Source: an optimization exercise on an open RTL-to-GDS flow (aim: small area and few clock cycles per item). Production flows keep margins and buffers that such runs may drop. In this exercise RTL edits were held to simulation tests only and were not proved equivalent to the original. Power is estimated from default activity; no workload was simulated.

$ cat flow/config.mk
export PLATFORM = sky130hd
export DESIGN_NAME = asp_top
export DESIGN_NICKNAME = asp_top
export VERILOG_FILES = /design/flow/design.v
export SDC_FILE = /design/flow/constraint.sdc
export NUM_CORES = 4
export LEC_CHECK = 0
export CAP_MARGIN = 20
export CORE_MARGIN = 2
export CORE_UTILIZATION = 40
export SLEW_MARGIN = 20
$ cat flow/constraint.sdc
create_clock -name core_clock -period 5.0 [get_ports {pclk}]
set_input_delay 1.0000 -clock core_clock [delete_from_list [all_inputs] [get_ports {pclk}]]
set_output_delay 1.0000 -clock core_clock [all_outputs]
set_load 0.01 [all_outputs]
$ cat flow/design.v
package mmio_csr_pkg;
    typedef logic [16-1:0] csr_len_t;
    typedef logic [15:0] done_cnt_t;
    typedef struct packed {
        logic [24-1:0] src;
        logic [24-1:0] dst;
        csr_len_t                    len;
    } desc_view_t;
    typedef struct packed {
        logic [64-3:0] rsvd;
        logic                   clr;
        logic                   start;
    } ctrl_view_t;
    typedef union packed {
        desc_view_t desc;
        ctrl_view_t ctrl;
    } csr_word_u;
endpackage
package mem_chan_pkg;
    typedef logic [64-1:0] mem_word_t;
    typedef logic [24-1:0] host_addr_t;
    typedef logic [24-1:0] lmem_addr_t;
    typedef logic [$clog2(8):0] slot_cnt_t;
endpackage
`timescale 1ns/100ps
module mmio_csr_block (
    input  logic                          pclk,
    input  logic                          rst,
    input  logic [8-1:0]    paddr,
    input  logic                          psel,
    input  logic                          penable,
    input  logic                          pwrite,
    input  logic [64-1:0]        pwdata,
    input  logic                          done,
    output logic [64-1:0]        prdata,
    output logic                          pready,
    output logic                          pslverr,
    output logic                          start,
    output mem_chan_pkg::host_addr_t      src_addr,
    output mem_chan_pkg::lmem_addr_t      dst_addr,
    output mmio_csr_pkg::csr_len_t        length,
    output logic                          job_done
);
    mmio_csr_pkg::csr_word_u wr_word;
    mmio_csr_pkg::csr_word_u desc_word;
    mmio_csr_pkg::done_cnt_t done_cnt;
    logic                    busy;
    logic                    error;
    logic                    access;
    logic                    hit_desc;
    logic                    hit_ctrl;
    logic                    hit_status;
    logic                    wr_desc;
    logic                    wr_ctrl;
    assign wr_word    = pwdata;
    assign access     = psel && penable;
    assign hit_desc   = (paddr == 8'h00);
    assign hit_ctrl   = (paddr == 8'h08);
    assign hit_status = (paddr == 8'h10);
    assign wr_desc    = access && pwrite && hit_desc;
    assign wr_ctrl    = access && pwrite && hit_ctrl;
    assign pready  = access;
    assign pslverr = access && (!(hit_desc || hit_ctrl || hit_status) || (pwrite && hit_status));
    assign start = wr_ctrl && wr_word.ctrl.start && !busy && (length != '0);
    assign desc_word = {src_addr, dst_addr, length};
    always_comb begin
        prdata = '0;
        if (hit_desc) begin
            prdata = desc_word;
        end else if (hit_status) begin
            prdata = {32'b0, done_cnt, 14'b0, error, busy};
        end
    end
    always_ff @(posedge pclk) begin
        if (rst) begin
            src_addr <= '0;
            dst_addr <= '0;
            length   <= '0;
            busy     <= 1'b0;
            error    <= 1'b0;
            done_cnt <= '0;
            job_done <= 1'b0;
        end else begin
            job_done <= done;
            if (wr_desc) begin
                src_addr <= wr_word.desc.src;
                dst_addr <= wr_word.desc.dst;
                length   <= wr_word.desc.len;
            end
            if (done) begin
                busy     <= 1'b0;
                done_cnt <= done_cnt + 1'b1;
            end
            if (wr_ctrl && wr_word.ctrl.clr) begin
                error    <= 1'b0;
                done_cnt <= '0;
            end
            if (start) begin
                busy <= 1'b1;
            end else if (wr_ctrl && wr_word.ctrl.start) begin
                error <= 1'b1;
            end
        end
    end
endmodule
`timescale 1ns/100ps
module host_read_engine (
    input  logic                     pclk,
    input  logic                     rst,
    input  logic                     start,
    input  mem_chan_pkg::host_addr_t src_addr,
    input  mmio_csr_pkg::csr_len_t   length,
    input  logic                     host_waitrequest,
    input  mem_chan_pkg::mem_word_t  host_readdata,
    input  logic                     host_readdatavalid,
    output mem_chan_pkg::host_addr_t host_address,
    output logic                     host_read,
    output logic                     beats_valid,
    output mem_chan_pkg::mem_word_t  beats_data,
    output logic                     beats_last,
    input  mem_chan_pkg::slot_cnt_t  beats_free_slots
);
    mmio_csr_pkg::csr_len_t   len_q;
    mmio_csr_pkg::csr_len_t   issue_cnt;
    mmio_csr_pkg::csr_len_t   ret_cnt;
    mem_chan_pkg::slot_cnt_t  inflight;
    mem_chan_pkg::host_addr_t addr_q;
    logic                     active;
    logic                     rd_accept;
    logic                     beat_ret;
    assign host_read    = active && (issue_cnt != len_q) && (inflight < beats_free_slots);
    assign host_address = addr_q;
    assign rd_accept    = host_read && !host_waitrequest;
    assign beat_ret     = active && host_readdatavalid;
    assign beats_valid = beat_ret;
    assign beats_data  = host_readdata;
    assign beats_last  = (ret_cnt == len_q - mmio_csr_pkg::csr_len_t'(1));
    always_ff @(posedge pclk) begin
        if (rst) begin
            active    <= 1'b0;
            len_q     <= '0;
            issue_cnt <= '0;
            ret_cnt   <= '0;
            inflight  <= '0;
            addr_q    <= '0;
        end else begin
            if (start) begin
                active    <= 1'b1;
                len_q     <= length;
                issue_cnt <= '0;
                ret_cnt   <= '0;
                addr_q    <= src_addr;
            end else begin
                if (rd_accept) begin
                    issue_cnt <= issue_cnt + 1'b1;
                    addr_q    <= addr_q + 1'b1;
                end
                if (beat_ret) begin
                    ret_cnt <= ret_cnt + 1'b1;
                    if (beats_last) begin
                        active <= 1'b0;
                    end
                end
            end
            case ({rd_accept, beat_ret})
                2'b10:   inflight <= inflight + 1'b1;
                2'b01:   inflight <= inflight - 1'b1;
                default: inflight <= inflight;
            endcase
        end
    end
endmodule
`timescale 1ns/100ps
module beat_fifo (
    input  logic pclk,
    input  logic rst,
    input  logic                    in_valid,
    input  mem_chan_pkg::mem_word_t in_data,
    input  logic                    in_last,
    output logic                    in_ready,
    output mem_chan_pkg::slot_cnt_t in_free_slots,
    output logic                    out_valid,
    output mem_chan_pkg::mem_word_t out_data,
    output logic                    out_last,
    input  logic                    out_ready
);
    localparam int PTR_W = $clog2(8);
    localparam mem_chan_pkg::slot_cnt_t DEPTH = 8;
    mem_chan_pkg::mem_word_t data_mem [8];
    logic                    last_mem [8];
    logic [PTR_W-1:0]        wr_ptr;
    logic [PTR_W-1:0]        rd_ptr;
    mem_chan_pkg::slot_cnt_t count;
    logic                    push;
    logic                    pop;
    assign in_ready      = (count != DEPTH);
    assign in_free_slots = DEPTH - count;
    assign push                = in_valid && in_ready;
    assign out_valid = (count != '0);
    assign out_data  = data_mem[rd_ptr];
    assign out_last  = last_mem[rd_ptr];
    assign pop             = out_valid && out_ready;
    always_ff @(posedge pclk) begin
        if (push) begin
            data_mem[wr_ptr] <= in_data;
            last_mem[wr_ptr] <= in_last;
        end
    end
    always_ff @(posedge pclk) begin
        if (rst) begin
            wr_ptr <= '0;
            rd_ptr <= '0;
            count  <= '0;
        end else begin
            if (push) wr_ptr <= wr_ptr + 1'b1;
            if (pop)  rd_ptr <= rd_ptr + 1'b1;
            count <= count + push - pop;
        end
    end
endmodule
`timescale 1ns/100ps
module local_mem_writer (
    input  logic                     pclk,
    input  logic                     rst,
    input  logic                     start,
    input  mem_chan_pkg::lmem_addr_t dst_addr,
    input  logic                     lmem_waitrequest,
    output mem_chan_pkg::lmem_addr_t lmem_address,
    output logic                     lmem_write,
    output mem_chan_pkg::mem_word_t  lmem_writedata,
    output logic                     done,
    input  logic                     beats_valid,
    input  mem_chan_pkg::mem_word_t  beats_data,
    input  logic                     beats_last,
    output logic                     beats_ready
);
    mem_chan_pkg::lmem_addr_t addr_q;
    mem_chan_pkg::mem_word_t  hold_data;
    logic                     hold_valid;
    logic                     hold_last;
    logic                     wr_accept;
    assign wr_accept = hold_valid && !lmem_waitrequest;
    assign beats_ready = !hold_valid || wr_accept;
    assign lmem_write     = hold_valid;
    assign lmem_address   = addr_q;
    assign lmem_writedata = hold_data;
    assign done = wr_accept && hold_last;
    always_ff @(posedge pclk) begin
        if (beats_valid && beats_ready) begin
            hold_data <= beats_data;
            hold_last <= beats_last;
        end
    end
    always_ff @(posedge pclk) begin
        if (rst) begin
            hold_valid <= 1'b0;
            addr_q     <= '0;
        end else begin
            if (beats_valid && beats_ready) hold_valid <= 1'b1;
            else if (wr_accept)             hold_valid <= 1'b0;
            if (start)          addr_q <= dst_addr;
            else if (wr_accept) addr_q <= addr_q + 1'b1;
        end
    end
endmodule
`timescale 1ns/100ps
module asp_top (
    input  logic                          pclk,
    input  logic                          rst,
    input  logic [8-1:0]    paddr,
    input  logic                          psel,
    input  logic                          penable,
    input  logic                          pwrite,
    input  logic [64-1:0]        pwdata,
    output logic [64-1:0]        prdata,
    output logic                          pready,
    output logic                          pslverr,
    output mem_chan_pkg::host_addr_t      host_address,
    output logic                          host_read,
    input  logic                          host_waitrequest,
    input  mem_chan_pkg::mem_word_t       host_readdata,
    input  logic                          host_readdatavalid,
    output mem_chan_pkg::lmem_addr_t      lmem_address,
    output logic                          lmem_write,
    output mem_chan_pkg::mem_word_t       lmem_writedata,
    input  logic                          lmem_waitrequest,
    output logic                          job_done
);
    mem_chan_pkg::host_addr_t src_addr;
    mem_chan_pkg::lmem_addr_t dst_addr;
    mmio_csr_pkg::csr_len_t   length;
    logic                     start;
    logic                     done;
    logic                    rd_valid;
    mem_chan_pkg::mem_word_t rd_data;
    logic                    rd_last;
    mem_chan_pkg::slot_cnt_t rd_free_slots;
    logic                    wr_valid;
    mem_chan_pkg::mem_word_t wr_data;
    logic                    wr_last;
    logic                    wr_ready;
    mmio_csr_block u_csr (
        .pclk, .rst, .paddr, .psel, .penable, .pwrite, .pwdata, .done,
        .prdata, .pready, .pslverr, .start, .src_addr, .dst_addr, .length, .job_done
    );
    host_read_engine u_reader (
        .pclk, .rst, .start, .src_addr, .length,
        .host_waitrequest, .host_readdata, .host_readdatavalid,
        .host_address, .host_read,
        .beats_valid(rd_valid), .beats_data(rd_data), .beats_last(rd_last),
        .beats_free_slots(rd_free_slots)
    );
    beat_fifo u_fifo (
        .pclk, .rst,
        .in_valid(rd_valid), .in_data(rd_data), .in_last(rd_last), .in_ready(),
        .in_free_slots(rd_free_slots),
        .out_valid(wr_valid), .out_data(wr_data), .out_last(wr_last), .out_ready(wr_ready)
    );
    local_mem_writer u_writer (
        .pclk, .rst, .start, .dst_addr, .lmem_waitrequest,
        .lmem_address, .lmem_write, .lmem_writedata, .done,
        .beats_valid(wr_valid), .beats_data(wr_data), .beats_last(wr_last),
        .beats_ready(wr_ready)
    );
endmodule
$ cat flow/run.sh
#!/bin/bash
# synth_recipe.tcl (not shown) runs the flow's synth.tcl, then flattens the netlist and writes it again
# the make line also repeats each setting of config.mk as NAME=value (left out here)
make -C /OpenROAD-flow-scripts/flow DESIGN_CONFIG=/design/flow/config.mk WORK_HOME=/design/flow/orfs CLKGATE_MAP_FILE= SYNTH_SCRIPT=/design/flow/synth_recipe.tcl finish
==> results.ini <==
[run_status]
outcome = no timing/DRC/antenna violations

[sta]
fin_crit_sh_pct = 90.3
max_freq_mhz = 221
tns_ps = 0
finalCriticalPeriod_ps = 4520
slew_headroom_pct = 27.0
fin_ws_ps = 485
worstMarginPinSlew_ps = 1090
rsz0062_at_grt = false
finalMaxSlewViolations = 0
fin_worst_skew_ps = 26.4
finalSetupViolCount = 0
hold_ws_ps = 459
final_hold_viol_count = 0

[yosys]
synth_edf_count = 585
synth_seq_area_share_pct = 68.0
syn_area_um2 = 31600
syn_area_per_cell_um2 = 15.0
synth_nets = 2270
ys.flop_type = edfxtp_1
synth-seq-cells = 780
async_flop_share_pct = 0
synth_cell_types = 64
ys_warn_count = 4
synthCells = 2102

[final_layout]
layout-drive-gt1-share_pct = 15.7
mostFrequentLayoutCells = 585 x edfxtp_1, 323 x clkdlybuf4s50_1, 216 x nand2_1
multi_input_area_um2 = 9620
stdcell_count = 3550
layout_commonest_cell = edfxtp_1
nNetsFinal = 2603
final_cell_area_um2 = 38900
area_growth_pct = 23.2
fill_cells = 6681
regArea_um2 = 21500
finalCoreUtilization_pct = 49.5
antennaDiodeCount = 0

[placement]
place_area_um2 = 36200
post-dp-hpwl_mm = 46.7
port_buffers = 324
dp_cells = 3399
dp_slack_ps = 579
globalplace.congestion = 0.853

[global_routing]
groute.layer.met1.usage_pct = 23.7
globalRouteOverflowTotal = 0
busiest_layer = met2
use_met2_pct = 32.1
grt_usage_pct = 18.6
met3_usage_pct = 3.75
grt_pass1_vias = 19100
antenna_found_initial = 4
grt_max_degree = 83
grt_pass1_wl_mm = 116

[cts]
clk_pin_slew_worst_paths_ps = 60
cts_buffers = 84
cts_buffer_depth = 3
postCtsHoldBufs = 0
cts_resized = 0
clock_sinks = 780
clock_latency_ps = 630
ctsHtreeMaxLevel = 3
cts_setup_buffers = 0
cts_root_buf = clkbuf_16
cts_tree = yes

[routing]
wirelength_mm = 76.5
drc = 0
ant_nets = 0
drt_iter0_drc = 1208
drt-pass1-iter-count = 5
vias = 18800
drt-vias-per-instance = 5.30
wl_per_cell_um = 21.6

[worst_setup_path]
crit_type = reg2out
timing.critical_path.buf_inv = 3
slowest_stage = clkdlybuf4s50_1
crit_chain = inv_1 -> ha_1 -> inv_1 -> ha_1 -> a21o_1 -> a21o_1 -> a2111oi_0 -> clkdlybuf4s50_1
end_kind = output pin
path_delay_family = compound AO/OA/AOI/OAI gates
arrival_ps = 3520
cp-start-kind = flip-flop
cp_max_fo = 13
required_ps = 4000
critPathMaxStageDelay_ps = 690

[floorplan]
die_height_um = 285
dieWidth_um = 285
start_util_pct = 40.2
rows = 103
io_pins = 325
core_region_area_um2 = 78600
dieArea_um2 = 81200

[power_and_ir_drop]
total_power_mw = 16.7
power_density_nw_per_um2 = 430
vdd_ir_drop_max_mv = 0.344
power_leakage_nw = 12.5

[min_path]
min_path_type = reg2reg

[run]
drv_cap = 0

worst paths after layout:
kind,slack (ps),endpoint,depth (start not counted),startpoint
max reg2reg,1580,u_reader.inflight[3],15,u_fifo.count[1]
min reg2reg,460,u_csr.src_addr[22],2,u_csr.src_addr[22]
min,460,u_csr.src_addr[22],2,u_csr.src_addr[22]
max,480,host_read,8,u_fifo.count[1]
layout make-up:
cell class	count	area share [%]
inverters	34	0.328
multi-input cells	1171	24.7
clock inverters	49	1.19
well taps	1050	3.38
clock buffers	102	5.71
flip-flops and latches	780	55.2
repair buffers	364	9.46
synthesized netlist by cell type, types with 27 or more instances:
library cell | count | area share (%)
mux4_2 | 130 | 9.3
a21oi_1 | 100 | 1.6
xor2_1 | 41 | 1.1
xnor2_1 | 63 | 1.7
mux2_2 | 65 | 2.3
nand4_1 | 29 | 0.57
mux2i_1 | 34 | 1.1
inv_1 | 33 | 0.39
a211oi_1 | 31 | 0.74
dfxtp_1 | 195 | 12
clkbuf_1 | 83 | 0.99
edfxtp_1 | 585 | 56
and3_1 | 27 | 0.53
and2_1 | 44 | 0.87
nor2_1 | 131 | 1.6
nand2_1 | 216 | 2.6
nand3_1 | 53 | 0.84
cells by family (layout without fill, tap and decap cells):
| group | after synthesis | count (layout) | share of synthesized area [%] |
|---|---|---|---|
| AND/OR/NAND/NOR | 607 | 607 | 9.30 |
| AO/OA/AOI/OAI | 207 | 207 | 4.29 |
| flip-flops | 780 | 780 | 68.0 |
| buffers and inverters | 151 | 549 | 1.90 |
| XOR/XNOR | 104 | 104 | 2.88 |
| adder cells (fa/ha/maj) | 24 | 24 | 0.998 |
| multiplexers | 229 | 229 | 12.7 |
tightest hold or removal path, cell delays in order (launching register included):
cell and delay, ps:
dfxtp_1 310, nand2_1 50, a21oi_1 50
power breakdown:
group          switching, mW  total [mW]  internal (mW)
logic                   1.30        2.95           1.65
clock network           2.55        6.00           3.45
registers              0.359        7.79           7.43
total                   4.21        16.7           12.5
metal layers:
| metal | wire, um | vias to the layer above | share of wire, % |
|---|---|---|---|
| met5 | 56 | - | 0.073 |
| met4 | 1680 | 8 | 2.2 |
| met3 | 4020 | 120 | 5.3 |
| met2 | 38000 | 495 | 50 |
| met1 | 32800 | 9536 | 43 |
| li1 | - | 8664 | - |
registers in the layout, indices dropped and copies added, names as in the netlist, 24 cells and up:
| register | cells |
|---|---|
| u_csr.dst_addr | 24 |
| u_csr.src_addr | 24 |
| u_fifo.data_mem | 512 |
| u_reader.addr_q | 24 |
| u_writer.addr_q | 24 |
| u_writer.hold_data | 64 |
Testbench counts, summed over its fixed seeds: cycles 16,452, words 10,274.

-- static timing again, ports no longer ideal --
The flow's constraints put no driver on any port. The routed layout listed below was extracted and timed again, unchanged, in two steps. Step 1, drivers: a clkbuf_16 drives pclk and a buf_2 each remaining input, both assumed. Step 2 moves the port delays by t, midway between the first and last clock arrival at a register: inputs arrive t later, outputs are due t later. That takes back most of the time a late clock gives input paths. a / b / c = no drivers / after step 1 / after step 2; a / b = the first two.
t, ns: 0.678
setup slack, ns: 0.485 / 0.424 / 0.565
hold WS [ns]: 0.459 / 0.459 / 0.459
clock arrival spread, ns: 0.028 / 0.028
cell pins on the clock port's net: 1
After both steps this run still meets setup and hold. For this run, drivers alone change the setup slack by -0.061 ns; drivers and shift together by +0.080 ns.
